Context: an optimization exercise on an open-source flow, tuned for small area, a short achievable clock period and few clock cycles per item. The choices shown serve that exercise and are no tape-out recipe.
At most, simulation tests tie the RTL to the original design; equivalence was not proved.
The RTL of run 2 was laid out without a check of its function.
Power figures rest on the tool's default switching activity, not on a simulated workload.

<file path="flow/run.sh">
#!/bin/bash
# synth_recipe.tcl (not shown) runs the flow's synth.tcl, then flattens the netlist and writes it again
# the make line also repeats each setting of config.mk as NAME=value (left out here)
make -C /OpenROAD-flow-scripts/flow DESIGN_CONFIG=/design/flow/config.mk WORK_HOME=/design/flow/orfs CLKGATE_MAP_FILE= SYNTH_SCRIPT=/design/flow/synth_recipe.tcl finish
</file>
<file path="flow/config.mk">
export PLATFORM = sky130hd
export DESIGN_NAME = arp_receive_and_cache
export DESIGN_NICKNAME = arp_receive_and_cache
export VERILOG_FILES = /design/flow/design.v
export SDC_FILE = /design/flow/constraint.sdc
export NUM_CORES = 4
export LEC_CHECK = 0
export CAP_MARGIN = 20
export CORE_MARGIN = 2
export CORE_UTILIZATION = 45
export PLACE_DENSITY = 0.6
export SETUP_SLACK_MARGIN = 3.0
export SLEW_MARGIN = 20
export TNS_END_PERCENT = 5
</file>
<file path="flow/constraint.sdc">
create_clock -name core_clock -period 6.0 [get_ports {clk}]
set_input_delay 1.2000 -clock core_clock [delete_from_list [all_inputs] [get_ports {clk}]]
set_output_delay 1.2000 -clock core_clock [all_outputs]
set_load 0.01 [all_outputs]
</file>
<file path="flow/design.v">
package arpc_pkg;
	localparam logic OPC_FRAME  = 1'b0;
	localparam logic OPC_LOOKUP = 1'b1;
	localparam logic [15:0] MIN_FRAME_LEN  = 16'(14 + 28);
	localparam logic [15:0] ETYPE_ARP      = 16'h0806;
	localparam logic [15:0] PTYPE_IPV4     = 16'h0800;
	localparam logic [7:0]  HW_ADDR_LEN    = 8'd6;
	localparam logic [7:0]  PROTO_ADDR_LEN = 8'd4;
	localparam logic [15:0] OPER_REQUEST   = 16'd1;
endpackage
module arpc_cell (
	input  logic        clk,
	input  logic        arst_n,
	input  logic [31:0] key,
	output logic        match,
	output logic        valid,
	output logic [47:0] mac,
	input  logic        wr_en,
	input  logic [31:0] wr_ip,
	input  logic [47:0] wr_mac
);
	logic [31:0] ip_q;
	logic [47:0] mac_q;
	logic        valid_q;
	assign match = valid_q && (ip_q == key);
	assign valid = valid_q;
	assign mac   = mac_q;
	always_ff @(posedge clk or negedge arst_n) begin
		if (!arst_n) begin
			valid_q <= 1'b0;
		end else if (wr_en) begin
			valid_q <= 1'b1;
		end
	end
	always_ff @(posedge clk) begin
		if (wr_en) begin
			ip_q  <= wr_ip;
			mac_q <= wr_mac;
		end
	end
endmodule
module arp_receive_and_cache #(
	parameter int ENTRIES = 32
) (
	input  logic                 clk,
	input  logic                 arst_n,
	input  logic                 cfg_we,
	input  logic [31:0]          cfg_wdata,
	input  logic                 item_valid,
	output logic                 item_ready,
	input  logic                 item_opcode,
	input  logic [15:0]          item_frame_length,
	input  logic [15:0]          item_ethertype,
	input  logic [15:0]          item_proto_type,
	input  logic [7:0]           item_hw_len,
	input  logic [7:0]           item_proto_len,
	input  logic [15:0]          item_arp_oper,
	input  logic [47:0]          item_sender_mac,
	input  logic [31:0]          item_sender_ip,
	input  logic [31:0]          item_tgt_ip,
	input  logic [31:0]          item_query_ip,
	output logic                 result_valid,
	input  logic                 result_ready,
	output logic                 result_consumed,
	output logic                 result_learned,
	output logic                 result_reply_needed,
	output logic [47:0]          result_reply_mac,
	output logic [31:0]          result_reply_ip,
	output logic                 result_hit,
	output logic [47:0]          result_found_mac
);
	logic [31:0] our_ip_q;
	logic        accept;
	logic        r0_v;
	logic        r0_lookup;
	logic        r0_consumed;
	logic        r0_learn;
	logic        r0_reply;
	logic [31:0] r0_key;
	logic [47:0] r0_mac;
	logic [31:0] in_key;
	logic [ENTRIES-1:0] r0_mc;      
	logic [ENTRIES-1:0] r0_wsel;    
	logic               r0_eqw;     
	logic        in_lookup;
	logic        in_consumed;
	logic        in_learn;
	logic        in_reply;
	assign item_ready = !r0_v || proc;
	assign accept     = item_valid && item_ready;
	assign in_lookup   = (item_opcode == arpc_pkg::OPC_LOOKUP);
	assign in_key      = in_lookup ? item_query_ip : item_sender_ip;
	assign in_consumed = !in_lookup && (item_frame_length >= arpc_pkg::MIN_FRAME_LEN)
		&& (item_ethertype == arpc_pkg::ETYPE_ARP);
	assign in_learn    = in_consumed && (item_proto_type == arpc_pkg::PTYPE_IPV4)
		&& (item_hw_len == arpc_pkg::HW_ADDR_LEN) && (item_proto_len == arpc_pkg::PROTO_ADDR_LEN);
	assign in_reply    = in_learn && (item_arp_oper == arpc_pkg::OPER_REQUEST)
		&& (item_tgt_ip == our_ip_q);
	logic        h_v;
	logic        h_consumed;
	logic        h_learned;
	logic        h_reply;
	logic [47:0] h_reply_mac;
	logic [31:0] h_reply_ip;
	logic        h_hit;
	logic [47:0] h_found_mac;
	logic        proc;
	assign proc = r0_v && (!h_v || result_ready);
	logic [ENTRIES-1:0]       cmp;
	logic [ENTRIES-1:0]       match;
	logic [ENTRIES-1:0]       valid;
	logic [ENTRIES-1:0]       free;
	logic [ENTRIES-1:0]       wr_en;
	logic [ENTRIES-1:0][47:0] ent_mac;
	logic                     any;
	logic [47:0]              rd_mac;
	for (genvar k = 0; k < ENTRIES; k++) begin : g_ent
		arpc_cell u_cell (
			.clk    (clk),
			.arst_n (arst_n),
			.key    (in_key),
			.match  (cmp[k]),
			.valid  (valid[k]),
			.mac    (ent_mac[k]),
			.wr_en  (wr_en[k]),
			.wr_ip  (r0_key),
			.wr_mac (r0_mac)
		);
	end
	always_comb begin
		free[0] = !valid[0] || valid[ENTRIES-1];
		for (int k = 1; k < ENTRIES; k++) begin
			free[k] = valid[k-1] && !valid[k];
		end
	end
	always_comb begin
		for (int k = 0; k < ENTRIES; k++) begin
			match[k] = r0_wsel[k] ? r0_eqw : r0_mc[k];
		end
	end
	assign any = |match;
	always_comb begin
		for (int k = 0; k < ENTRIES; k++) begin
			wr_en[k] = proc && r0_learn && (match[k] || (!any && free[k]));
		end
	end
	always_comb begin
		rd_mac = '0;
		for (int k = 0; k < ENTRIES; k++) begin
			rd_mac = rd_mac | (ent_mac[k] & {48{match[k]}});
		end
	end
	logic n_hit;
	assign n_hit = r0_lookup && any;
	always_ff @(posedge clk or negedge arst_n) begin
		if (!arst_n) begin
			our_ip_q <= '0;
			r0_v     <= 1'b0;
			h_v      <= 1'b0;
		end else begin
			if (cfg_we) begin
				our_ip_q <= cfg_wdata;
			end
			r0_v <= accept || (r0_v && !proc);
			if (proc) begin
				h_v <= 1'b1;
			end else if (result_ready) begin
				h_v <= 1'b0;
			end
		end
	end
	always_ff @(posedge clk) begin
		if (item_ready) begin
			r0_lookup   <= in_lookup;
			r0_consumed <= in_consumed;
			r0_learn    <= in_learn;
			r0_reply    <= in_reply;
			r0_key      <= in_key;
			r0_mac      <= item_sender_mac;
			r0_mc       <= cmp;
			r0_wsel     <= wr_en;
			r0_eqw      <= (in_key == r0_key);
		end
		if (proc) begin
			h_consumed  <= r0_consumed;
			h_learned   <= r0_learn;
			h_reply     <= r0_reply;
			h_reply_mac <= r0_reply ? r0_mac : 48'd0;
			h_reply_ip  <= r0_reply ? r0_key : 32'd0;
			h_hit       <= n_hit;
			h_found_mac <= n_hit ? rd_mac : 48'd0;
		end
	end
	assign result_valid        = h_v;
	assign result_consumed     = h_consumed;
	assign result_learned      = h_learned;
	assign result_reply_needed = h_reply;
	assign result_reply_mac    = h_reply_mac;
	assign result_reply_ip     = h_reply_ip;
	assign result_hit          = h_hit;
	assign result_found_mac    = h_found_mac;
endmodule
</file>
==> results.sh, run 1 <==
export IMPL_critPathMaxFanout=36
export IMPL_cts_sinks=2907
export IMPL_routedWlPerCell_microns=37.3
export IMPL_max_cap_violations=0
export IMPL_port_buffers=394
export IMPL_synth_edf_count=2841
export IMPL_drv_slew=0
export IMPL_min_period_over_period=0.538
export IMPL_fin_skew_ns=0.102
export IMPL_synth_top_family_by_area="XOR/XNOR gates"
export IMPL_placed_area_sq_um=122000
export IMPL_vias_per_cell=6.37
export IMPL_status="timing/DRC/antenna clean"
export IMPL_syn_nets=6427
export IMPL_avgSynthCellArea_sq_um=18.2
export IMPL_vias=66900
export IMPL_syn_to_final_growth_pct=19.3
export IMPL_leakage_nw=41.7
export IMPL_drc=0
export IMPL_synth_seq_cells=2907
export IMPL_crit_required_ns=6.76
export IMPL_ant_nets=0
export IMPL_synth_area_sq_um=112000
export IMPL_synth_fa_ha_area_frac=0
export IMPL_clk_latency_ns=0.99
export IMPL_grt_start_max_net_pins=82
export IMPL_gp_congestion=0.858
export IMPL_synth_ff_type="edfxtp_1"
export IMPL_die_h_microns=504
export IMPL_max_freq_mhz=310
export IMPL_yosysTopAreaCell="edfxtp_1"
export IMPL_initialDrtViolationCount=11000
export IMPL_relSlewSlack=0.210
export IMPL_numCtsBuffers=312
export IMPL_max_stage_delay_ns=0.61
export IMPL_crit_chain="buf_8 > mux2_4 > buf_6 > a22o_1 > a221oi_1 > nand4_1 > o221a_1"
export IMPL_wirelength_microns=392000
export IMPL_io_pins=396
export IMPL_synth_area_mux_share=0.0128
export IMPL_syn_inst=6165
export IMPL_final_setup_tns_ns=0
export IMPL_vdd_drop_max_mv=0.350
export IMPL_rsz0062_at_grt="yes"
export IMPL_yosysTopAreaCellShare=0.760
export IMPL_startpoint_type="flop"
export IMPL_hold_violations=0
export IMPL_grt_first_pass_wirelength_microns=522000
export IMPL_criticalPathCategory="flop to flop"
export IMPL_grt_pass1_vias=63100
export IMPL_gr_total_overflow=0
export IMPL_core_sq_um=248000
export IMPL_synth_simple_area_share=0.0419
export IMPL_synthArstFlopShare=0.0227
export IMPL_row_count=183
export IMPL_worst_endpoint_arrival_ns=3.99
export IMPL_clk_pin_slew_worst_paths_ns=0.06
export IMPL_start_util=0.452
export IMPL_antenna_found_initial=17
export IMPL_synth_cell_type_count=46
export IMPL_root_buffer="clkbuf_16"
export IMPL_drive_gt1_frac=0.131
export IMPL_synth_xor_area_share=0.0849
export IMPL_synth_compound_area_share=0.0677
export IMPL_fin_crit_ns=3.23
export IMPL_slowest_stage="buf_6"
export IMPL_cts_tree="yes"
export IMPL_cts_buffer_depth=4
export IMPL_htree_num_levels=5
export IMPL_synthTopCellsByArea="edfxtp_1 76%, xnor2_1 8.0%, a221oi_1 2.4%, a22o_1 2.4%, dfrtp_1 1.5%"
export IMPL_die_w_microns=504
export IMPL_nets=7202
export IMPL_seq_area_frac_synth=0.774
export IMPL_tightest_slew_ns=1.19
export IMPL_power_density_nw_per_um2=347
export IMPL_gr_usage_all_layers=0.300
export IMPL_dp_hpwl_microns=190000
export IMPL_drtPass1Iterations=6
export IMPL_cp_end_kind="flop"
export IMPL_nFillCells=19300
export IMPL_setup_viol=0
export IMPL_final_area_sq_um=134000
export IMPL_hp_class="flop to flop"
export IMPL_dieArea_sq_um=254000
export IMPL_yosysWarnings=2
layer usage:
| metal | vias to the layer above | wire, microns | GRT usage |
|---|---|---|---|
| met2 | 4869 | 185000 | 0.489 |
| li1 | 26200 | - | - |
| met4 | 6 | 15300 | 0.0955 |
| met3 | 855 | 45000 | 0.0515 |
| met5 | - | 35 | 0 |
| met1 | 34900 | 146000 | 0.411 |
cell type report:
class	count	area, sq um	share of cell area
Sequential cell	2907	87000	0.649
Multi-Input combinational cell	2902	24300	0.181
Tap cell	3330	4170	0.0311
Clock inverter	151	1280	0.00955
Antenna cell	11	27.5	0.000205
Inverter	45	169	0.00126
Clock buffer	382	8270	0.0617
Timing Repair Buffer	772	8860	0.0661
registers in the layout (all words and copies together), names as in the netlist, 48 cells and up:
signal and flops:
g_ent.u_cell.ip_q 1024, g_ent.u_cell.mac_q 1536, h_found_mac 48, h_reply_mac 48, r0_mac 48
per-stage QoR:
stage | hold slack [ns] | std cells | power (W) | util | setup WS [ns]
final | 0.421 | 10500 | 0.0465 | 0.539 | 2.77
after global routing | 0.424 | 10500 | 0.0475 | 0.539 | 2.82
after CTS | 0.422 | 10400 | 0.0463 | 0.534 | 2.74
after detailed placement | 0.408 | 9815 | 0.0281 | 0.489 | 1.14
after global placement | 0.403 | 9814 | 0.0281 | 0.489 | 0.738
after floorplan | 0.400 | 6165 | 0.0259 | - | -0.246
cells in the mapped netlist, drive strengths merged (64+ instances only):
cell / instances
edfxtp: 2841
xnor2: 1028
a221oi: 309
a22o: 308
nor4: 261
buf: 209
a22oi: 152
nand4: 148
clkbuf: 107
nand3: 97
and2: 81
nor3: 74
dfrtp: 66
o21ai: 65
mux2: 64
cells in the final DEF (no fill, tap or decap), types with 13 or more instances in the layout:
cell,n
nand4b_1,31
bufinv_16,22
nand2_1,42
clkbuf_1,60
mux2_2,32
mux2_8,23
nor2b_1,17
buf_8,20
nor4_1,254
xor2_1,60
a221oi_1,308
and2_1,80
nor3_1,73
inv_1,45
nand4_1,148
nand3_1,96
buf_12,76
nor2_1,13
mux2i_4,32
o21ai_0,30
o21ai_4,32
clkinv_1,78
o221a_1,35
a22oi_1,152
clkbuf_16,334
clkinv_2,38
edfxtp_1,2841
buf_16,19
xnor2_1,1028
clkdlybuf4s50_1,388
dfrtp_1,66
a22o_1,308
a21oi_1,34
buf_4,199
buf_6,45
final timing paths:
kind | endpoint | slack, ns | startpoint | cells after the start
min reg2reg | h_consumed | 0.42 | r0_consumed | 0
max in group asynchronous | g_ent[16].u_cell.valid_q | 4.27 | arst_n | 3
max reg2reg | h_found_mac[28] | 2.77 | r0_eqw | 7
max | h_found_mac[28] | 2.77 | r0_eqw | 7
min | h_consumed | 0.42 | r0_consumed | 0
min in group asynchronous | our_ip_q[22] | 0.54 | arst_n | 2
power breakdown:
part           switching, W  internal [W]
sequential         0.000643        0.0230
clock               0.00773        0.0107
combinational       0.00286       0.00155
worst max-delay path, delay by kind of cell, from the launching register on:
kind / cells / cell delay [ns]
buffers and inverters: 2 / 1.01
multiplexers: 1 / 0.54
flip-flops: 1 / 0.56
AND/OR/NAND/NOR: 1 / 0.18
AO/OA/AOI/OAI: 3 / 0.66
what timing repair did:
action | in CTS | in global routing
pin swaps | 19 | 7
resized for setup | 121 | 92
endpoints found under the hold margin | 3 | 0
hold buffers | 1 | 0
setup buffers | 60 | 42
endpoints found under the setup margin | 2825 | 2770
cloned | 16 | 16
cell families after synthesis:
kind of cell	Yosys count
buffers and inverters	361
multiplexers	96
AND/OR/NAND/NOR	790
AO/OA/AOI/OAI	923
XOR/XNOR	1088
flip-flops	2907
Testbench counts, summed over its fixed seeds: cycles 2,576, items 2,560.
==> inputs of run 2 (changes only) <==
--- a/flow/design.v
+++ b/flow/design.v
@@ -80,7 +80,9 @@
 	logic [47:0] r0_mac;
 	logic [31:0] in_key;
-	logic [ENTRIES-1:0] r0_mc;      
+	logic [ENTRIES-1:0] r0_mx;      
 	logic [ENTRIES-1:0] r0_wsel;    
 	logic               r0_eqw;     
+	logic               r0_hitw;    
+	logic [47:0]        r0_pmac;    
 	logic        in_lookup;
 	logic        in_consumed;
@@ -136,8 +138,8 @@
 	always_comb begin
 		for (int k = 0; k < ENTRIES; k++) begin
-			match[k] = r0_wsel[k] ? r0_eqw : r0_mc[k];
-		end
-	end
-	assign any = |match;
+			match[k] = r0_mx[k] || (r0_wsel[k] && r0_eqw);
+		end
+	end
+	assign any = (|r0_mx) || r0_hitw;
 	always_comb begin
 		for (int k = 0; k < ENTRIES; k++) begin
@@ -148,5 +150,8 @@
 		rd_mac = '0;
 		for (int k = 0; k < ENTRIES; k++) begin
-			rd_mac = rd_mac | (ent_mac[k] & {48{match[k]}});
+			rd_mac = rd_mac | (ent_mac[k] & {48{r0_mx[k]}});
+		end
+		if (r0_hitw) begin
+			rd_mac = r0_pmac;
 		end
 	end
@@ -178,7 +183,9 @@
 			r0_key      <= in_key;
 			r0_mac      <= item_sender_mac;
-			r0_mc       <= cmp;
+			r0_mx       <= cmp & ~wr_en;
 			r0_wsel     <= wr_en;
 			r0_eqw      <= (in_key == r0_key);
+			r0_hitw     <= (in_key == r0_key) && proc && r0_learn;
+			r0_pmac     <= r0_mac;
 		end
 		if (proc) begin
@@ -189,5 +196,5 @@
 			h_reply_ip  <= r0_reply ? r0_key : 32'd0;
 			h_hit       <= n_hit;
-			h_found_mac <= n_hit ? rd_mac : 48'd0;
+			h_found_mac <= r0_lookup ? rd_mac : 48'd0;
 		end
 	end
==> results.sh, run 2 <==
export IMPL_cp_end_kind="flop"
export IMPL_cts_tree="yes"
export IMPL_p_comb_frac=0.087
export IMPL_slowest_stage="nor4_4"
export IMPL_r2r_cells=12
export IMPL_nets=7357
export IMPL_grt_first_pass_wirelength_microns=532000
export IMPL_synth_cell_type_count=40
export IMPL_holdWs_ns=0.128
export IMPL_numCtsBuffers=323
export IMPL_dp_hpwl_microns=190000
export IMPL_netSwitchingFraction=0.237
export IMPL_htree_num_levels=5
export IMPL_synth_area_mux_share=0.00955
export IMPL_io_pins=396
export IMPL_seqPwrFrac=0.505
export IMPL_crit_chain="buf_12 > nor4_4 > nand4_1 > buf_4 > nor4_4 > buf_6 > buf_16 > buf_12 > nand2_2 > o21ai_4 > buf_12 > buf_16"
export IMPL_final_cell_mix="2890 x edfxtp_1, 998 x xnor2_1, 385 x clkdlybuf4s50_1"
export IMPL_syn_nets=6497
export IMPL_avgSynthCellArea_sq_um=18.1
export IMPL_gr_total_overflow=0
export IMPL_root_buffer="clkbuf_16"
export IMPL_worst_endpoint_arrival_ns=3.88
export IMPL_synth_xor_area_share=0.0842
export IMPL_final_cells=10700
export IMPL_yosysTopAreaCell="edfxtp_1"
export IMPL_largest_register_ff_count=1536
export IMPL_relSlewSlack=0.254
export IMPL_routedWlPerCell_microns=37.3
export IMPL_yosysMostFrequentCell="edfxtp_1"
export IMPL_synth_ff_type="edfxtp_1"
export IMPL_gr_usage_all_layers=0.303
export IMPL_drtPass1Iterations=6
export IMPL_rrSetupSlack_ns=2.74
export IMPL_final_area_sq_um=137000
export IMPL_antenna_found_initial=15
export IMPL_wirelength_microns=399000
export IMPL_syn_to_final_growth_pct=20.9
export IMPL_drv_slew=0
export IMPL_max_cap_violations=0
export IMPL_die_w_microns=505
export IMPL_clk_pin_slew_worst_paths_ns=0.07
export IMPL_synth_edf_count=2890
export IMPL_port_buffers=394
export IMPL_die_h_microns=505
export IMPL_crit_path_frequent_cell="buf_12"
export IMPL_max_freq_mhz=306
export IMPL_final_common_cell="edfxtp_1"
export IMPL_vdd_drop_max_mv=0.361
export IMPL_startpoint_type="flop"
export IMPL_vias=68000
export IMPL_row_count=184
export IMPL_synth_seq_cells=2956
export IMPL_yosys_top_cells_count="2890 x edfxtp_1, 998 x xnor2_1, 258 x nor4_1"
export IMPL_yosysWarnings=2
export IMPL_hp_class="input pin to async pin"
export IMPL_grt_start_max_net_pins=75
export IMPL_power_clock_fraction=0.408
export IMPL_synth_area_sq_um=113000
export IMPL_cts_buffer_depth=4
export IMPL_placed_area_sq_um=123000
export IMPL_cts_sinks=2956
export IMPL_leakage_nw=42.9
export IMPL_clk_latency_ns=0.97
export IMPL_critPathMaxFanout=24
export IMPL_synth_top_family_by_area="XOR/XNOR gates"
export IMPL_largestRegisters="g_ent.u_cell.mac_q x1536, g_ent.u_cell.ip_q x1024"
export IMPL_top_register="g_ent.u_cell.mac_q"
export IMPL_crit_family="buffers and inverters"
export IMPL_synthArstFlopShare=0.0223
export IMPL_gp_congestion=0.808
export IMPL_p_sw_w=0.0112
export IMPL_status="timing/DRC/antenna clean"
export IMPL_drc=0
export IMPL_vias_per_cell=6.36
export IMPL_fin_crit_ns=3.26
export IMPL_synth_fa_ha_area_frac=0
export IMPL_tightest_slew_ns=1.12
export IMPL_p_int_w=0.0361
export IMPL_syn_inst=6235
export IMPL_synthTopCellsByArea="edfxtp_1 77%, xnor2_1 7.7%, a221oi_1 1.9%, a22o_1 1.9%, dfrtp_1 1.5%"
export IMPL_crit_required_ns=6.62
export IMPL_setup_viol=0
export IMPL_place_inst=9944
export IMPL_rsz0062_at_grt="yes"
export IMPL_power_density_nw_per_um2=346
export IMPL_hold_violations=0
export IMPL_start_util=0.451
export IMPL_crit_cells=12
export IMPL_drive_gt1_frac=0.147
export IMPL_fin_skew_ns=0.0552
export IMPL_max_stage_delay_ns=0.45
export IMPL_yosysTopAreaCellShare=0.767
export IMPL_critical_path_buf_inv_count=7
export IMPL_synth_simple_area_share=0.0446
export IMPL_ant_nets=0
export IMPL_criticalPathCategory="flop to flop"
export IMPL_initialDrtViolationCount=10900
export IMPL_seq_area_frac_synth=0.782
export IMPL_core_sq_um=251000
export IMPL_grt_pass1_vias=64000
export IMPL_nFillCells=19300
export IMPL_final_setup_tns_ns=0
export IMPL_dieArea_sq_um=255000
export IMPL_synth_compound_area_share=0.0637
export IMPL_min_period_over_period=0.544
[run 2: layout make-up]
| cell class | instances | area (sq um) | area share |
|---|---|---|---|
| Antenna cell | 13 | 32.5 | 0.000238 |
| Tap cell | 3348 | 4190 | 0.0306 |
| Inverter | 35 | 131 | 0.000960 |
| Multi-Input combinational cell | 2934 | 23500 | 0.171 |
| Clock inverter | 145 | 1390 | 0.0102 |
| Sequential cell | 2956 | 88400 | 0.647 |
| Clock buffer | 417 | 8680 | 0.0635 |
| Timing Repair Buffer | 845 | 10500 | 0.0765 |
[run 2: kinds of logic (layout without fill, tap and decap cells)]
family	after synthesis	in the layout
AOI/OAI and AO/OA	933	933
xor gates and xnor gates	1088	1088
buffers and inverters	345	1442
DFF	2956	2956
muxes	64	64
other	0	13
and+or+nand+nor	849	849
[run 2: power groups by stage]
stage / clock network, W / registers (W) / logic [W]
5_1_grt: 0.0202 / 0.0240 / 0.00420
3_3_place_gp: 0 / 0.0243 / 0.00378
4_1_cts: 0.0194 / 0.0240 / 0.00393
3_5_place_dp: 0 / 0.0244 / 0.00382
6_report: 0.0193 / 0.0239 / 0.00413
2_1_floorplan: 0 / 0.0243 / 0.00172
[run 2: per-stage QoR]
stage,worst slack [ns],total power [W],utilization
4_1_cts,2.77,0.0473,0.540
3_5_place_dp,1.15,0.0282,0.491
6_report,2.74,0.0473,0.546
2_1_floorplan,-1.74,0.0261,-
3_3_place_gp,1.15,0.0281,0.491
5_1_grt,2.76,0.0483,0.545
[run 2: final timing paths]
check                            start                         end
max                          r0_mx[18]  g_ent[18].u_cell.mac_q[37]
min                             arst_n                 our_ip_q[9]
max reg2reg                  r0_mx[18]  g_ent[18].u_cell.mac_q[37]
min reg2reg                r0_consumed                  h_consumed
max in group asynchronous       arst_n    g_ent[23].u_cell.valid_q
min in group core_clock    r0_consumed                  h_consumed
[run 2: per-layer routing]
metal,part of all wire,GRT usage,wire [microns],vias up
li1,-,-,-,26500
met1,0.37,0.414,148000,35700
met2,0.47,0.489,187000,4902
met3,0.12,0.0567,47600,895
met4,0.042,0.101,16800,2
met5,0.000043,0,17,-
[run 2: timing repair]
action | in CTS | in global routing
gates cloned | 26 | 21
hold buffers | 0 | 0
gates resized for setup | 109 | 54
pin swaps | 23 | 10
setup endpoints to repair | 2942 | 2745
setup buffers | 84 | 28
==> inputs of run 3 (changes only) <==
--- a/flow/design.v
+++ b/flow/design.v
@@ -72,4 +72,12 @@
 	logic [31:0] our_ip_q;
 	logic        accept;
+	logic        ld_r0;
+	logic        ri_v;
+	logic        ri_lookup;
+	logic        ri_consumed;
+	logic        ri_learn;
+	logic        ri_reply;
+	logic [31:0] ri_key;
+	logic [47:0] ri_mac;
 	logic        r0_v;
 	logic        r0_lookup;
@@ -89,5 +97,6 @@
 	logic        in_learn;
 	logic        in_reply;
-	assign item_ready = !r0_v || proc;
+	assign ld_r0      = !r0_v || proc;
+	assign item_ready = !ri_v || ld_r0;
 	assign accept     = item_valid && item_ready;
 	assign in_lookup   = (item_opcode == arpc_pkg::OPC_LOOKUP);
@@ -121,5 +130,5 @@
 			.clk    (clk),
 			.arst_n (arst_n),
-			.key    (in_key),
+			.key    (ri_key),
 			.match  (cmp[k]),
 			.valid  (valid[k]),
@@ -161,4 +170,5 @@
 		if (!arst_n) begin
 			our_ip_q <= '0;
+			ri_v     <= 1'b0;
 			r0_v     <= 1'b0;
 			h_v      <= 1'b0;
@@ -167,5 +177,6 @@
 				our_ip_q <= cfg_wdata;
 			end
-			r0_v <= accept || (r0_v && !proc);
+			ri_v <= accept || (ri_v && !ld_r0);
+			r0_v <= (ri_v && ld_r0) || (r0_v && !proc);
 			if (proc) begin
 				h_v <= 1'b1;
@@ -177,14 +188,22 @@
 	always_ff @(posedge clk) begin
 		if (item_ready) begin
-			r0_lookup   <= in_lookup;
-			r0_consumed <= in_consumed;
-			r0_learn    <= in_learn;
-			r0_reply    <= in_reply;
-			r0_key      <= in_key;
-			r0_mac      <= item_sender_mac;
+			ri_lookup   <= in_lookup;
+			ri_consumed <= in_consumed;
+			ri_learn    <= in_learn;
+			ri_reply    <= in_reply;
+			ri_key      <= in_key;
+			ri_mac      <= item_sender_mac;
+		end
+		if (ld_r0) begin
+			r0_lookup   <= ri_lookup;
+			r0_consumed <= ri_consumed;
+			r0_learn    <= ri_learn;
+			r0_reply    <= ri_reply;
+			r0_key      <= ri_key;
+			r0_mac      <= ri_mac;
 			r0_mx       <= cmp & ~wr_en;
 			r0_wsel     <= wr_en;
-			r0_eqw      <= (in_key == r0_key);
-			r0_hitw     <= (in_key == r0_key) && proc && r0_learn;
+			r0_eqw      <= (ri_key == r0_key);
+			r0_hitw     <= (ri_key == r0_key) && proc && r0_learn;
 			r0_pmac     <= r0_mac;
 		end
--- a/flow/config.mk
+++ b/flow/config.mk
@@ -10,5 +10,5 @@
 export CORE_UTILIZATION = 45
 export PLACE_DENSITY = 0.6
-export SETUP_SLACK_MARGIN = 3.0
+export SETUP_SLACK_MARGIN = 3.3
 export SLEW_MARGIN = 20
 export TNS_END_PERCENT = 5
==> results.sh, run 3 <==
export IMPL_status="timing/DRC/antenna clean"
export IMPL_rsz0062_at_grt="yes"
export IMPL_syn_to_final_growth_pct=19.8
export IMPL_antenna_found_initial=29
export IMPL_max_freq_mhz=309
export IMPL_numCtsBuffers=316
export IMPL_p_sw_w=0.0126
export IMPL_r2r_end="h_found_mac[25]"
export IMPL_synthTopCellsByArea="edfxtp_1 78%, xor2_1 7.2%, a221oi_1 1.8%, a22o_1 1.8%, dfrtp_1 1.5%"
export IMPL_dieArea_sq_um=260000
export IMPL_yosysMostFrequentCell="edfxtp_1"
export IMPL_grt_first_pass_wirelength_microns=540000
export IMPL_routedWlPerCell_microns=38.3
export IMPL_nets=7401
export IMPL_drc=0
export IMPL_initialDrtViolationCount=11600
export IMPL_seqPwrFrac=0.510
export IMPL_worst_endpoint_arrival_ns=3.87
export IMPL_hold_buffers=0
export IMPL_pre_cts_ws_ns=1.02
export IMPL_seq_area_frac_synth=0.791
export IMPL_hp_class="input pin to async pin"
export IMPL_crit_family="buffers and inverters"
export IMPL_yosys_top_cells_count="2974 x edfxtp_1, 948 x xor2_1, 240 x a221oi_1, 240 x a22o_1, 237 x nor4_1"
export IMPL_hold_violations=0
export IMPL_synth_seq_cells=3041
export IMPL_htree_num_levels=5
export IMPL_final_common_cell="edfxtp_1"
export IMPL_cts_sinks=3041
export IMPL_ant_nets=0
export IMPL_critPathMaxFanout=30
export IMPL_relSlewSlack=0.240
export IMPL_p_comb_frac=0.111
export IMPL_synthArstFlopShare=0.0220
export IMPL_yosysTopAreaCellShare=0.777
export IMPL_port_buffers=394
export IMPL_syn_nets=6626
export IMPL_tightest_slew_ns=1.14
export IMPL_io_pins=396
export IMPL_die_h_microns=510
export IMPL_criticalPathCategory="flop to flop"
export IMPL_rrSetupSlack_ns=2.76
export IMPL_grt_pass1_vias=65100
export IMPL_largest_register_ff_count=1536
export IMPL_synth_cell_type_count=42
export IMPL_synth_ff_type="edfxtp_1"
export IMPL_core_sq_um=254000
export IMPL_max_stage_delay_ns=0.72
export IMPL_row_count=185
export IMPL_largestRegisters="g_ent.u_cell.mac_q x1536, g_ent.u_cell.ip_q x1024"
export IMPL_start_util=0.452
export IMPL_slowest_stage="a21oi_1"
export IMPL_wirelength_microns=411000
export IMPL_power_clock_fraction=0.380
export IMPL_final_cell_mix="2974 x edfxtp_1, 948 x xor2_1, 347 x clkbuf_16"
export IMPL_yosysWarnings=2
export IMPL_vias=69400
export IMPL_cts_buffer_depth=4
export IMPL_crit_start="r0_mx[7]"
export IMPL_vias_per_cell=6.46
export IMPL_gp_congestion=0.789
export IMPL_syn_inst=6364
export IMPL_vdd_drop_max_mv=0.349
export IMPL_fin_skew_ns=0.0730
export IMPL_crit_path_frequent_cell="buf_4"
export IMPL_netSwitchingFraction=0.253
export IMPL_drtPass1Iterations=6
export IMPL_die_w_microns=510
export IMPL_root_buffer="clkbuf_16"
export IMPL_r2r_start="r0_mx[7]"
export IMPL_r2r_cells=7
export IMPL_drv_slew=0
export IMPL_yosysTopAreaCell="edfxtp_1"
export IMPL_max_cap_violations=0
export IMPL_setup_viol=0
export IMPL_p_int_w=0.0372
export IMPL_leakage_nw=45.1
export IMPL_crit_chain="buf_4 > buf_4 > a22o_1 > a221oi_1 > nand4_1 > nor3_1 > a21oi_1"
export IMPL_gr_total_overflow=0
export IMPL_clk_pin_slew_worst_paths_ns=0.06
export IMPL_dp_hpwl_microns=197000
export IMPL_min_period_over_period=0.539
export IMPL_critical_path_buf_inv_count=2
export IMPL_grt_start_max_net_pins=115
export IMPL_fin_util=0.542
export IMPL_clk_latency_ns=0.96
export IMPL_worst_slack_ns=2.76
export IMPL_fin_crit_ns=3.24
export IMPL_cp_end_kind="flop"
export IMPL_drive_gt1_frac=0.129
export IMPL_crit_required_ns=6.64
export IMPL_avgSynthCellArea_sq_um=18.1
export IMPL_cts_tree="yes"
export IMPL_startpoint_type="flop"
export IMPL_synth_edf_count=2974
export IMPL_power_density_nw_per_um2=362
export IMPL_top_register="g_ent.u_cell.mac_q"
export IMPL_gr_usage_all_layers=0.304
export IMPL_synth_area_sq_um=115000
-- run 3: cell count changes in the layout (fill, tap and decap cells not counted), moves of 32 or more --
| cell | change |
|---|---|
| nor3_1 | +46 |
| xnor2_1 | -864 |
| mux2i_4 | -32 |
| xor2_1 | +858 |
| edfxtp_1 | +84 |
| clkdlybuf4s50_1 | -40 |
| nor4_2 | -32 |
| dlygate4sd2_1 | +40 |
| buf_12 | -53 |
| mux2_2 | +32 |
-- run 3: stage by stage --
| step | area [sq um] | setup TNS, ns | power, W | hold WS [ns] | instances |
|---|---|---|---|---|---|
| floorplan | 115000 | -1955.00 | 0.0280 | 0.400 | 6364 |
| global placement | 125000 | 0 | 0.0308 | 0.405 | 10000 |
| detailed placement | 125000 | 0 | 0.0309 | 0.405 | 10000 |
| CTS | 136000 | 0 | 0.0496 | 0.0822 | 10700 |
| global route | 138000 | 0 | 0.0508 | 0.122 | 10700 |
| finish | 138000 | 0 | 0.0498 | 0.128 | 10700 |
-- run 3: repair_timing --
action,4_1_cts,5_1_grt
gates resized for setup,150,99
setup endpoints to repair,2823,2778
setup buffers,46,21
pin swaps,17,12
gates cloned,31,31
-- run 3: cell families after synthesis --
| kind of cell | share of synthesized area |
|---|---|
| flip-flops | 0.791 |
| XOR/XNOR | 0.0824 |
| AO/OA/AOI/OAI | 0.0664 |
| AND/OR/NAND/NOR | 0.0408 |
| buffers and inverters | 0.0130 |
| multiplexers | 0.00627 |
-- run 3: metal layers --
layer | routed length (microns) | track usage
met1 | 149000 | 0.410
met2 | 191000 | 0.487
met3 | 50600 | 0.0591
met4 | 21200 | 0.126
met5 | 62 | 0
-- run 3: area by class of cell --
cell class,count,area [sq um]
fill,19800,116000
sequential,3041,91000
multi-input combinational,2965,23100
timing repair buffer,802,9630
clock buffer,399,8420
tap,3366,4210
clock inverter,144,1280
inverter,13,48.8
antenna,16,40.0
-- run 3: how the worst max path moves through the flow --
stage	to	cells past startpoint
floorplan	r0_consumed	1
global placement	g_ent[11].u_cell.ip_q[0]	7
detailed placement	g_ent[11].u_cell.ip_q[9]	7
CTS	item_ready	3
global route	g_ent[1].u_cell.ip_q[8]	10
finish	h_found_mac[25]	7
-- run 3: power by group through the flow --
stage | clock [W] | combinational, W | sequential [W]
after floorplan | 0 | 0.00210 | 0.0259
after global placement | 0 | 0.00496 | 0.0259
after detailed placement | 0 | 0.00503 | 0.0259
after CTS | 0.0190 | 0.00520 | 0.0254
after global routing | 0.0197 | 0.00563 | 0.0254
final | 0.0189 | 0.00551 | 0.0254
Testbench counts of run 3, summed over its fixed seeds: cycles 2,584, items 2,560.
==> inputs of run 4 (changes only) <==
--- a/flow/config.mk
+++ b/flow/config.mk
@@ -8,6 +8,8 @@
 export CAP_MARGIN = 20
 export CORE_MARGIN = 2
-export CORE_UTILIZATION = 45
-export PLACE_DENSITY = 0.6
+export CORE_UTILIZATION = 50
+export CTS_CLUSTER_DIAMETER = 100
+export CTS_CLUSTER_SIZE = 24
+export PLACE_DENSITY = 0.65
 export SETUP_SLACK_MARGIN = 3.3
 export SLEW_MARGIN = 20
==> results.sh, run 4 <==
export IMPL_relSlewSlack=0.254
export IMPL_worst_slack_ns=2.82
export IMPL_min_period_over_period=0.529
export IMPL_gp_congestion=0.867
export IMPL_yosysMostFrequentCell="edfxtp_1"
export IMPL_final_common_cell="edfxtp_1"
export IMPL_place_inst=9679
export IMPL_numCtsBuffers=145
export IMPL_drc=0
export IMPL_start_util=0.502
export IMPL_row_count=176
export IMPL_hold_violations=0
export IMPL_final_cell_mix="2974 x edfxtp_1, 948 x xor2_1, 306 x clkdlybuf4s50_1"
export IMPL_vias_per_cell=6.77
export IMPL_pre_cts_ws_ns=1.25
export IMPL_vias=68400
export IMPL_tightest_slew_ns=1.12
export IMPL_synth_edf_count=2974
export IMPL_max_freq_mhz=315
export IMPL_cts_buffer_depth=3
export IMPL_crit_path_frequent_cell="buf_4"
export IMPL_leakage_nw=42.7
export IMPL_yosysTopAreaCell="edfxtp_1"
export IMPL_largestRegisters="g_ent.u_cell.mac_q x1536, g_ent.u_cell.ip_q x1024"
export IMPL_crit_chain="buf_12 > buf_4 > inv_2 > buf_4 > o21ai_0 > a21oi_1"
export IMPL_critical_path_buf_inv_count=4
export IMPL_grt_pass1_vias=63700
export IMPL_syn_to_final_growth_pct=15.1
export IMPL_max_cap_violations=0
export IMPL_cts_sinks=3041
export IMPL_synthArstFlopShare=0.0220
export IMPL_syn_nets=6626
export IMPL_top_register="g_ent.u_cell.mac_q"
export IMPL_routedWlPerCell_microns=39.4
export IMPL_die_w_microns=484
export IMPL_grt_start_max_net_pins=94
export IMPL_synth_cell_type_count=42
export IMPL_cts_tree="yes"
export IMPL_clk_pin_slew_worst_paths_ns=0.10
export IMPL_vdd_drop_max_mv=0.321
export IMPL_dieArea_sq_um=234000
export IMPL_crit_required_ns=6.54
export IMPL_gr_usage_all_layers=0.321
export IMPL_synthTopCellsByArea="edfxtp_1 78%, xor2_1 7.2%, a221oi_1 1.8%, a22o_1 1.8%, dfrtp_1 1.5%"
export IMPL_root_buffer="clkbuf_16"
export IMPL_synth_area_sq_um=115000
export IMPL_yosysTopAreaCellShare=0.777
export IMPL_setup_viol=0
export IMPL_wirelength_microns=398000
export IMPL_rrSetupSlack_ns=2.82
export IMPL_io_pins=396
export IMPL_drv_slew=0
export IMPL_startpoint_type="flop"
export IMPL_core_sq_um=229000
export IMPL_slowest_stage="a21oi_1"
export IMPL_initialDrtViolationCount=12900
export IMPL_yosysWarnings=2
export IMPL_critPathMaxFanout=28
export IMPL_nets=7271
export IMPL_port_buffers=394
export IMPL_synth_seq_cells=3041
export IMPL_rsz0062_at_grt="yes"
export IMPL_yosys_top_cells_count="2974 x edfxtp_1, 948 x xor2_1, 240 x a221oi_1, 240 x a22o_1, 237 x nor4_1"
export IMPL_fin_crit_ns=3.18
export IMPL_worst_endpoint_arrival_ns=3.72
export IMPL_avgSynthCellArea_sq_um=18.1
export IMPL_status="timing/DRC/antenna clean"
export IMPL_clk_latency_ns=0.85
export IMPL_antenna_found_initial=26
export IMPL_hp_class="input pin to async pin"
export IMPL_seq_area_frac_synth=0.791
export IMPL_max_stage_delay_ns=0.62
export IMPL_ant_nets=0
export IMPL_die_h_microns=484
export IMPL_synth_ff_type="edfxtp_1"
export IMPL_cp_end_kind="flop"
export IMPL_criticalPathCategory="flop to flop"
export IMPL_power_density_nw_per_um2=317
export IMPL_drive_gt1_frac=0.109
export IMPL_drtPass1Iterations=8
export IMPL_crit_family="buffers and inverters"
export IMPL_dp_hpwl_microns=188000
export IMPL_grt_first_pass_wirelength_microns=517000
export IMPL_syn_inst=6364
export IMPL_largest_register_ff_count=1536
export IMPL_final_cells=10100
export IMPL_gr_total_overflow=0
export IMPL_fin_skew_ns=0.0379
export IMPL_htree_num_levels=4
## run 4: cell counts after synthesis
Identical to the previous run, type by type.
## run 4: area by class of cell
class | instances | area, sq um
Fill cell | 17000 | 96900
Sequential cell | 3041 | 91000
Multi-Input combinational cell | 2966 | 23300
Timing Repair Buffer | 842 | 10200
Clock buffer | 184 | 3820
Tap cell | 3026 | 3790
Clock inverter | 13 | 184
Inverter | 13 | 48.8
Antenna cell | 9 | 22.5
## run 4: metal layers
metal / global-route usage / routed length [microns] / part of all wire
met1: 0.431 / 136000 / 0.34
met2: 0.515 / 184000 / 0.46
met3: 0.0611 / 56300 / 0.14
met4: 0.134 / 21200 / 0.053
met5: 0 / 151 / 0.00038
## run 4: path summary, 6_finish.rpt
| check | from | endpoint | cells after the start |
|---|---|---|---|
| min in group core_clock | ri_mac[1] | r0_mac[1] | 0 |
| min | arst_n | our_ip_q[0] | 1 |
| max in group asynchronous | arst_n | g_ent[25].u_cell.valid_q | 2 |
| max | r0_hitw | h_found_mac[0] | 6 |
| max reg2reg | r0_hitw | h_found_mac[0] | 6 |
| min reg2reg | ri_mac[1] | r0_mac[1] | 0 |
## run 4: logic make-up after synthesis
logic type	Yosys count	share of synthesized area
DFF	3041	0.791
xor gates and xnor gates	1082	0.0824
AOI/OAI and AO/OA	974	0.0664
and+or+nand+nor	844	0.0408
buffers and inverters	359	0.0130
muxes	64	0.00627
## run 4: worst reg2reg max path, cell delays in order, from the launching register on
cell      delay, ns
edfxtp_1       0.45
buf_12         0.16
buf_4          0.23
inv_2          0.57
buf_4          0.61
o21ai_0        0.24
a21oi_1        0.62
## run 4: stage by stage
stage                     total power [W]  instance area, sq um  utilization  setup TNS [ns]  hold slack (ns)
after floorplan                    0.0280                115000            -        -1955.00            0.400
after global placement             0.0307                124000        0.542               0            0.402
after detailed placement           0.0308                124000        0.542               0            0.405
after CTS                          0.0416                130000        0.568               0            0.141
after global routing               0.0428                132000        0.577               0            0.154
final                              0.0419                132000        0.577               0            0.179
## run 4: timing repair
item,in CTS,in global routing
cloned,26,48
hold buffers,0,0
setup buffers,66,54
resized for setup,214,159
pin swaps,21,21
setup endpoints to repair,2816,2764
## run 4: report_power, final
| group | internal (W) | switching, W | total (W) | leakage (nW) |
|---|---|---|---|---|
| Sequential | 0.0247 | 0.000730 | 0.0254 | 28.1 |
| Clock | 0.00455 | 0.00653 | 0.0111 | 1.94 |
| Combinational | 0.00162 | 0.00383 | 0.00545 | 12.6 |
| Total | 0.0308 | 0.0111 | 0.0419 | 42.7 |
==> inputs of run 5 (changes only) <==
--- a/flow/design.v
+++ b/flow/design.v
@@ -88,9 +88,6 @@
 	logic [47:0] r0_mac;
 	logic [31:0] in_key;
-	logic [ENTRIES-1:0] r0_mx;      
-	logic [ENTRIES-1:0] r0_wsel;    
-	logic               r0_eqw;     
-	logic               r0_hitw;    
-	logic [47:0]        r0_pmac;    
+	logic [ENTRIES-1:0] r0_match;   
+	logic               ri_eqw;     
 	logic        in_lookup;
 	logic        in_consumed;
@@ -119,5 +116,4 @@
 	assign proc = r0_v && (!h_v || result_ready);
 	logic [ENTRIES-1:0]       cmp;
-	logic [ENTRIES-1:0]       match;
 	logic [ENTRIES-1:0]       valid;
 	logic [ENTRIES-1:0]       free;
@@ -145,13 +141,8 @@
 		end
 	end
+	assign any = |r0_match;
 	always_comb begin
 		for (int k = 0; k < ENTRIES; k++) begin
-			match[k] = r0_mx[k] || (r0_wsel[k] && r0_eqw);
-		end
-	end
-	assign any = (|r0_mx) || r0_hitw;
-	always_comb begin
-		for (int k = 0; k < ENTRIES; k++) begin
-			wr_en[k] = proc && r0_learn && (match[k] || (!any && free[k]));
+			wr_en[k] = proc && r0_learn && (r0_match[k] || (!any && free[k]));
 		end
 	end
@@ -159,10 +150,8 @@
 		rd_mac = '0;
 		for (int k = 0; k < ENTRIES; k++) begin
-			rd_mac = rd_mac | (ent_mac[k] & {48{r0_mx[k]}});
-		end
-		if (r0_hitw) begin
-			rd_mac = r0_pmac;
-		end
-	end
+			rd_mac = rd_mac | (ent_mac[k] & {48{r0_match[k]}});
+		end
+	end
+	assign ri_eqw = (ri_key == r0_key);
 	logic n_hit;
 	assign n_hit = r0_lookup && any;
@@ -202,9 +191,7 @@
 			r0_key      <= ri_key;
 			r0_mac      <= ri_mac;
-			r0_mx       <= cmp & ~wr_en;
-			r0_wsel     <= wr_en;
-			r0_eqw      <= (ri_key == r0_key);
-			r0_hitw     <= (ri_key == r0_key) && proc && r0_learn;
-			r0_pmac     <= r0_mac;
+			for (int k = 0; k < ENTRIES; k++) begin
+				r0_match[k] <= wr_en[k] ? ri_eqw : cmp[k];
+			end
 		end
 		if (proc) begin
==> results.sh, run 5 <==
export IMPL_rsz0062_at_grt="yes"
export IMPL_synth_edf_count=2892
export IMPL_synth_xor_area_share=0.0845
export IMPL_cp_end_kind="flop"
export IMPL_crit_chain="buf_12 > nor4_4 > nand4_1 > buf_6 > nor3_4 > buf_12 > buf_12 > buf_16 > a32o_4"
export IMPL_drc=0
export IMPL_ant_nets=0
export IMPL_grt_first_pass_wirelength_microns=521000
export IMPL_gr_total_overflow=0
export IMPL_grt_pass1_vias=63000
export IMPL_final_cell_mix="2892 x edfxtp_1, 900 x xnor2_1, 389 x clkdlybuf4s50_1"
export IMPL_wirelength_microns=392000
export IMPL_syn_inst=6095
export IMPL_leakage_nw=40.1
export IMPL_synth_fa_ha_area_frac=0
export IMPL_gr_usage_all_layers=0.332
export IMPL_power_density_nw_per_um2=319
export IMPL_initialDrtViolationCount=11900
export IMPL_routedWlPerCell_microns=39.9
export IMPL_synth_area_sq_um=112000
export IMPL_fin_crit_ns=3.16
export IMPL_slowest_stage="a32o_4"
export IMPL_grt_start_max_net_pins=133
export IMPL_hold_buffers=0
export IMPL_cts_sinks=2959
export IMPL_critical_path_buf_inv_count=5
export IMPL_final_setup_tns_ns=0
export IMPL_synth_simple_area_share=0.0372
export IMPL_max_cap_violations=0
export IMPL_vdd_drop_max_mv=0.308
export IMPL_syn_to_final_growth_pct=15.5
export IMPL_synth_area_mux_share=0.00928
export IMPL_gp_congestion=0.823
export IMPL_hp_class="input pin to async pin"
export IMPL_drive_gt1_frac=0.113
export IMPL_hold_violations=0
export IMPL_final_common_cell="edfxtp_1"
export IMPL_die_h_microns=478
export IMPL_synth_ff_type="edfxtp_1"
export IMPL_syn_nets=6357
export IMPL_clk_pin_slew_worst_paths_ns=0.10
export IMPL_row_count=173
export IMPL_synth_compound_area_share=0.0658
export IMPL_numCtsBuffers=144
export IMPL_cts_tree="yes"
export IMPL_io_pins=396
export IMPL_synth_cell_type_count=50
export IMPL_setup_viol=0
export IMPL_yosysWarnings=2
export IMPL_yosysTopAreaCell="edfxtp_1"
export IMPL_nets=7035
export IMPL_port_buffers=394
export IMPL_min_period_over_period=0.527
export IMPL_die_w_microns=478
export IMPL_root_buffer="clkbuf_16"
export IMPL_yosys_top_cells_count="2892 x edfxtp_1, 900 x xnor2_1, 384 x a22oi_1"
export IMPL_relSlewSlack=0.219
export IMPL_synthArstFlopShare=0.0226
export IMPL_dp_hpwl_microns=182000
export IMPL_critPathMaxFanout=19
export IMPL_crit_path_frequent_cell="buf_12"
export IMPL_max_stage_delay_ns=0.63
export IMPL_seq_area_frac_synth=0.789
export IMPL_synth_seq_cells=2959
export IMPL_fin_skew_ns=0.0518
export IMPL_status="timing/DRC/antenna clean"
export IMPL_drv_slew=0
export IMPL_synth_top_family_by_area="XOR/XNOR gates"
export IMPL_register_area_sq_um=88500
export IMPL_cts_buffer_depth=3
export IMPL_multi_input_area_sq_um=23400
export IMPL_criticalPathCategory="flop to flop"
export IMPL_vias=67100
export IMPL_nFillCells=16400
export IMPL_largestRegisters="g_ent.u_cell.mac_q x1536, g_ent.u_cell.ip_q x1024"
export IMPL_synthTopCellsByArea="edfxtp_1 77%, xnor2_1 7.0%, a22oi_1 2.6%, nand4_1 2.1%, a221oi_1 1.5%"
export IMPL_core_sq_um=223000
export IMPL_avgSynthCellArea_sq_um=18.4
export IMPL_fin_total_pwr_w=0.0413
export IMPL_antenna_found_initial=17
export IMPL_yosysTopAreaCellShare=0.774
export IMPL_clk_latency_ns=0.88
export IMPL_crit_required_ns=6.50
export IMPL_place_inst=9353
export IMPL_tightest_slew_ns=1.17
export IMPL_start_util=0.504
export IMPL_final_cells=9824
export IMPL_htree_num_levels=4
export IMPL_largest_register_ff_count=1536
export IMPL_vias_per_cell=6.83
export IMPL_dieArea_sq_um=228000
export IMPL_top_register="g_ent.u_cell.mac_q"
export IMPL_crit_family="buffers and inverters"
export IMPL_drtPass1Iterations=6
export IMPL_worst_endpoint_arrival_ns=3.66
export IMPL_max_freq_mhz=316
export IMPL_yosysMostFrequentCell="edfxtp_1"
export IMPL_startpoint_type="flop"
-- run 5: changes by cell type in the layout (fill, tap and decap cells not counted), sizes merged, moves of 83 or more --
cell           before  now
a21oi             131    0
xnor2             134  900
a22oi             192  384
nand4             113  382
nand3             157   36
nor4              239   91
xor2              948  183
clkdlybuf4s50     306  389
-- run 5: worst paths after layout --
check / from / to / slack [ns] / cells past startpoint
worst max register to register: r0_match[11] / g_ent[20].u_cell.ip_q[8] / 2.84 / 9
worst max-delay path: r0_match[11] / g_ent[20].u_cell.ip_q[8] / 2.84 / 9
max in group asynchronous: arst_n / r0_v / 5.01 / 1
worst min-delay path: arst_n / our_ip_q[25] / 0.39 / 1
worst min register to register: ri_mac[29] / r0_mac[29] / 0.41 / 0
min in group core_clock: ri_mac[29] / r0_mac[29] / 0.41 / 0
-- run 5: routing by layer --
metal  vias up  global-route usage  part of all wire
met5         -                   0           0.00011
met1     34800               0.444              0.35
met2      5497               0.521              0.46
met4         6               0.148             0.055
met3      1059              0.0780              0.14
li1      25800                   -                 -
-- run 5: where the power goes --
| group | switching [W] | total, W | internal (W) |
|---|---|---|---|
| logic | 0.00385 | 0.00554 | 0.00169 |
| clock network | 0.00650 | 0.0111 | 0.00464 |
| registers | 0.000749 | 0.0246 | 0.0238 |
-- run 5: cell families (layout without fill, tap and decap cells) --
| family | Yosys count | after routing |
|---|---|---|
| DFF | 2959 | 2959 |
| muxes | 96 | 96 |
| and+or+nand+nor | 683 | 685 |
| other | 0 | 13 |
| xor gates and xnor gates | 1083 | 1083 |
| buffers and inverters | 387 | 1077 |
| AOI/OAI and AO/OA | 887 | 936 |
-- run 5: repair_timing --
| action | in CTS | in global routing |
|---|---|---|
| buffers inserted | 95 | 48 |
| pin swaps | 33 | 10 |
| gates cloned | 63 | 28 |
| setup endpoints to repair | 2763 | 2724 |
| gates resized for setup | 129 | 71 |
-- run 5: through the flow --
stage | setup slack [ns] | hold slack [ns] | utilization | instance area (sq um)
after floorplan | 0.855 | 0.400 | - | 112000
after global placement | 1.32 | 0.402 | 0.543 | 121000
after detailed placement | 1.25 | 0.405 | 0.543 | 121000
after CTS | 2.91 | 0.408 | 0.574 | 128000
after global routing | 2.88 | 0.413 | 0.582 | 130000
final | 2.84 | 0.391 | 0.582 | 130000
-- run 5: worst reg2reg max path: stages, from the launching register on --
cell	delay [ns]
edfxtp_1	0.44
buf_12	0.16
nor4_4	0.46
nand4_1	0.18
buf_6	0.18
nor3_4	0.18
buf_12	0.19
buf_12	0.16
buf_16	0.20
a32o_4	0.64
-- run 5: area by class of cell --
cell class                 count  area share
antenna                       13    0.000251
multi-input combinational   2800       0.181
clock buffer                 192      0.0300
tap                         2975      0.0287
clock inverter                17     0.00207
sequential                  2959       0.683
timing repair buffer         827      0.0738
timing repair inverter         2    0.000116
inverter                      39     0.00139
Testbench counts of run 5, summed over its fixed seeds: cycles 2,584, items 2,560.
==> inputs of run 6 (changes only) <==
--- a/flow/design.v
+++ b/flow/design.v
@@ -89,4 +89,5 @@
 	logic [31:0] in_key;
 	logic [ENTRIES-1:0] r0_match;   
+	logic [ENTRIES-1:0] r0_rsel;    
 	logic               ri_eqw;     
 	logic        in_lookup;
@@ -150,5 +151,5 @@
 		rd_mac = '0;
 		for (int k = 0; k < ENTRIES; k++) begin
-			rd_mac = rd_mac | (ent_mac[k] & {48{r0_match[k]}});
+			rd_mac = rd_mac | (ent_mac[k] & {48{r0_rsel[k]}});
 		end
 	end
@@ -193,4 +194,5 @@
 			for (int k = 0; k < ENTRIES; k++) begin
 				r0_match[k] <= wr_en[k] ? ri_eqw : cmp[k];
+				r0_rsel[k]  <= (wr_en[k] ? ri_eqw : cmp[k]) && ri_lookup;
 			end
 		end
@@ -202,5 +204,5 @@
 			h_reply_ip  <= r0_reply ? r0_key : 32'd0;
 			h_hit       <= n_hit;
-			h_found_mac <= r0_lookup ? rd_mac : 48'd0;
+			h_found_mac <= rd_mac;
 		end
 	end
--- a/flow/config.mk
+++ b/flow/config.mk
@@ -8,9 +8,9 @@
 export CAP_MARGIN = 20
 export CORE_MARGIN = 2
-export CORE_UTILIZATION = 50
+export CORE_UTILIZATION = 55
 export CTS_CLUSTER_DIAMETER = 100
 export CTS_CLUSTER_SIZE = 24
-export PLACE_DENSITY = 0.65
-export SETUP_SLACK_MARGIN = 3.3
+export PLACE_DENSITY = 0.7
+export SETUP_SLACK_MARGIN = 3.4
 export SLEW_MARGIN = 20
 export TNS_END_PERCENT = 5
==> results.sh, run 6 <==
export IMPL_die_h_microns=459
export IMPL_max_stage_delay_ns=0.26
export IMPL_synthArstFlopShare=0.0224
export IMPL_final_cells=9649
export IMPL_startpoint_type="input pin"
export IMPL_pre_cts_ws_ns=1.61
export IMPL_die_w_microns=459
export IMPL_hp_class="input pin to async pin"
export IMPL_fin_skew_ns=0.0448
export IMPL_vias_per_cell=6.82
export IMPL_io_pins=396
export IMPL_avgSynthCellArea_sq_um=18.3
export IMPL_fin_crit_ns=3.12
export IMPL_root_buffer="clkbuf_16"
export IMPL_cp_end_kind="output pin"
export IMPL_placed_area_sq_um=122000
export IMPL_core_sq_um=205000
export IMPL_crit_family="buffers and inverters"
export IMPL_grt_first_pass_wirelength_microns=494000
export IMPL_vias=65900
export IMPL_synth_area_sq_um=114000
export IMPL_final_cell_mix="2924 x edfxtp_1, 903 x xnor2_1, 576 x a22oi_1"
export IMPL_dieArea_sq_um=210000
export IMPL_r2r_start="r0_match[8]"
export IMPL_yosysTopAreaCellShare=0.773
export IMPL_crit_path_frequent_cell="buf_6"
export IMPL_yosysTopAreaCell="edfxtp_1"
export IMPL_crit_required_ns=4.80
export IMPL_worst_slack_ns=2.88
export IMPL_max_freq_mhz=320
export IMPL_numCtsBuffers=144
export IMPL_leakage_nw=41.3
export IMPL_start_util=0.554
export IMPL_slowest_stage="nand4b_1"
export IMPL_seq_area_frac_synth=0.787
export IMPL_synth_top_family_by_area="XOR/XNOR gates"
export IMPL_syn_to_final_growth_pct=15.2
export IMPL_synth_compound_area_share=0.0606
export IMPL_gr_usage_all_layers=0.341
export IMPL_cts_sinks=2991
export IMPL_drtPass1Iterations=6
export IMPL_min_period_over_period=0.520
export IMPL_synth_simple_area_share=0.0454
export IMPL_synth_ff_type="edfxtp_1"
export IMPL_synth_seq_cells=2991
export IMPL_synth_edf_count=2924
export IMPL_syn_nets=6466
export IMPL_top_register="g_ent.u_cell.mac_q"
export IMPL_gp_congestion=0.793
export IMPL_clk_pin_slew_worst_paths_ns=0.10
export IMPL_fin_total_pwr_w=0.0408
export IMPL_final_common_cell="edfxtp_1"
export IMPL_drv_slew=0
export IMPL_htree_num_levels=4
export IMPL_synth_xor_area_share=0.0837
export IMPL_largest_register_ff_count=1536
export IMPL_status="timing/DRC/antenna clean"
export IMPL_crit_start="result_ready"
export IMPL_r2r_end="g_ent[17].u_cell.mac_q[47]"
export IMPL_largestRegisters="g_ent.u_cell.mac_q x1536, g_ent.u_cell.ip_q x1024"
export IMPL_port_buffers=394
export IMPL_wirelength_microns=367000
export IMPL_place_inst=9166
export IMPL_nets=7141
export IMPL_r2r_cells=9
export IMPL_cts_buffer_depth=3
export IMPL_synth_cell_type_count=39
export IMPL_critical_path_buf_inv_count=3
export IMPL_rrSetupSlack_ns=2.92
export IMPL_criticalPathCategory="input pin to output pin"
export IMPL_gr_total_overflow=0
export IMPL_synth_fa_ha_area_frac=0
export IMPL_dp_hpwl_microns=163000
export IMPL_grt_pass1_vias=62600
export IMPL_max_cap_violations=0
export IMPL_synth_area_mux_share=0.00916
export IMPL_clk_latency_ns=0.87
export IMPL_drive_gt1_frac=0.111
export IMPL_hold_buffers=0
export IMPL_holdWs_ns=0.200
export IMPL_routedWlPerCell_microns=38.0
export IMPL_setup_viol=0
export IMPL_drc=0
export IMPL_hold_violations=0
export IMPL_power_density_nw_per_um2=312
export IMPL_crit_chain="buf_6 > nand4b_1 > buf_12 > buf_6"
export IMPL_yosysWarnings=2
export IMPL_yosysMostFrequentCell="edfxtp_1"
export IMPL_antenna_found_initial=18
export IMPL_relSlewSlack=0.157
export IMPL_final_area_sq_um=131000
export IMPL_critPathMaxFanout=3
export IMPL_row_count=166
export IMPL_tightest_slew_ns=1.26
export IMPL_vdd_drop_max_mv=0.376
export IMPL_syn_inst=6204
export IMPL_ant_nets=0
export IMPL_grt_start_max_net_pins=109
export IMPL_rsz0062_at_grt="yes"
export IMPL_yosys_top_cells_count="2924 x edfxtp_1, 903 x xnor2_1, 576 x a22oi_1"
export IMPL_worst_endpoint_arrival_ns=1.92
export IMPL_synthTopCellsByArea="edfxtp_1 77%, xnor2_1 7.0%, a22oi_1 3.8%, nand4_1 1.8%, dfrtp_1 1.5%"
export IMPL_cts_tree="yes"
export IMPL_initialDrtViolationCount=12000
run 6: final cells by class:
cell class | count | area, sq um
flip-flops and latches | 2991 | 89500
fillers | 13700 | 74100
multi-input cells | 2858 | 22800
clock inverters | 16 | 233
diodes | 6 | 15.0
inverters | 35 | 134
clock buffers | 206 | 3880
well taps | 2688 | 3360
repair buffers | 849 | 11000
run 6: cells by family (layout without fill, tap and decap cells):
| logic type | Yosys count | in the layout |
|---|---|---|
| flops | 2991 | 2991 |
| compound gates | 807 | 807 |
| mux | 96 | 96 |
| simple gates | 868 | 869 |
| buf+inv | 356 | 1106 |
| other cells | 0 | 6 |
| xor+xnor | 1086 | 1086 |
run 6: metrics by stage:
stage                util  setup TNS (ns)
global route        0.638               0
floorplan               -          -23.62
detailed placement  0.593               0
CTS                 0.633               0
finish              0.638               0
global placement    0.593               0
run 6: routing by layer:
layer | wire (microns) | global-route usage | up-vias
met3 | 53100 | 0.0745 | 939
met5 | 93 | 0 | -
met1 | 125000 | 0.461 | 33800
li1 | - | - | 25700
met4 | 20000 | 0.146 | 8
met2 | 169000 | 0.538 | 5358
run 6: how the worst max path moves through the flow:
stage / to / slack (ns) / cells after the start
6_report: item_ready / 2.88 / 4
5_1_grt: item_ready / 2.87 / 4
4_1_cts: item_ready / 2.89 / 4
3_5_place_dp: h_reply_ip[22] / 1.61 / 6
3_3_place_gp: g_ent[4].u_cell.mac_q[28] / 1.66 / 7
2_1_floorplan: r0_rsel[11] / -0.17 / 7
run 6: worst reg2reg max path, cell delays in order, from the launching register on:
cell and delay (ns):
edfxtp_1 0.50, nor4_4 0.36, nand4_1 0.15, buf_6 0.17, or2_4 0.30, buf_12 0.16, buf_8 0.13, o41ai_4 0.45
buf_4 0.25, bufbuf_16 0.34
run 6: timing repair:
action                     in CTS  in global routing
setup buffers                 134                 29
gates cloned                   65                 20
setup endpoints to repair    2931               2887
pin swaps                      36                 10
resized for setup             179                 59
run 6: report_power, final:
group	switching, W	total [W]	internal [W]
Clock	0.00646	0.0111	0.00459
Combinational	0.00339	0.00503	0.00165
Sequential	0.000633	0.0247	0.0241
Testbench counts of run 6, summed over its fixed seeds: cycles 2,584, items 2,560.

-- re-timing with driven ports --
How much do the figures lean on ideal ports? The routed layouts below were timed once more, with nothing changed but the port constraints.
Step 1 assumes that a clkbuf_16 drives the clock port and a buf_2 every other input.
Step 2 moves the port delays by t, midway between the first and last clock arrival at a register: inputs arrive t later, outputs are due t later. That takes back most of the time a late clock gives input paths.
Slacks: ideal / step 1 / step 2; pairs: ideal / step 1.
run | t (ns) | setup slack, ns | worst register clock-pin slew, ns
run 1 | 1.040 | 2.775 / 2.775 / 1.894 | 0.06 / 0.06
run 2 | 1.036 | 2.737 / 2.737 / 1.933 | 0.07 / 0.07
run 3 | 1.021 | 2.764 / 2.764 / 1.983 | 0.07 / 0.07
run 4 | 0.933 | 2.824 / 2.824 / 2.271 | 0.10 / 0.10
run 5 | 0.948 | 2.836 / 2.756 / 1.993 | 0.11 / 0.11
run 6 | 0.946 | 2.879 / 2.830 / 2.191 | 0.10 / 0.10
After both steps every run listed still meets setup and hold. The setup slack of run 1, which loses most, moves by 0.000 ns with the drivers and by -0.881 ns with both steps.
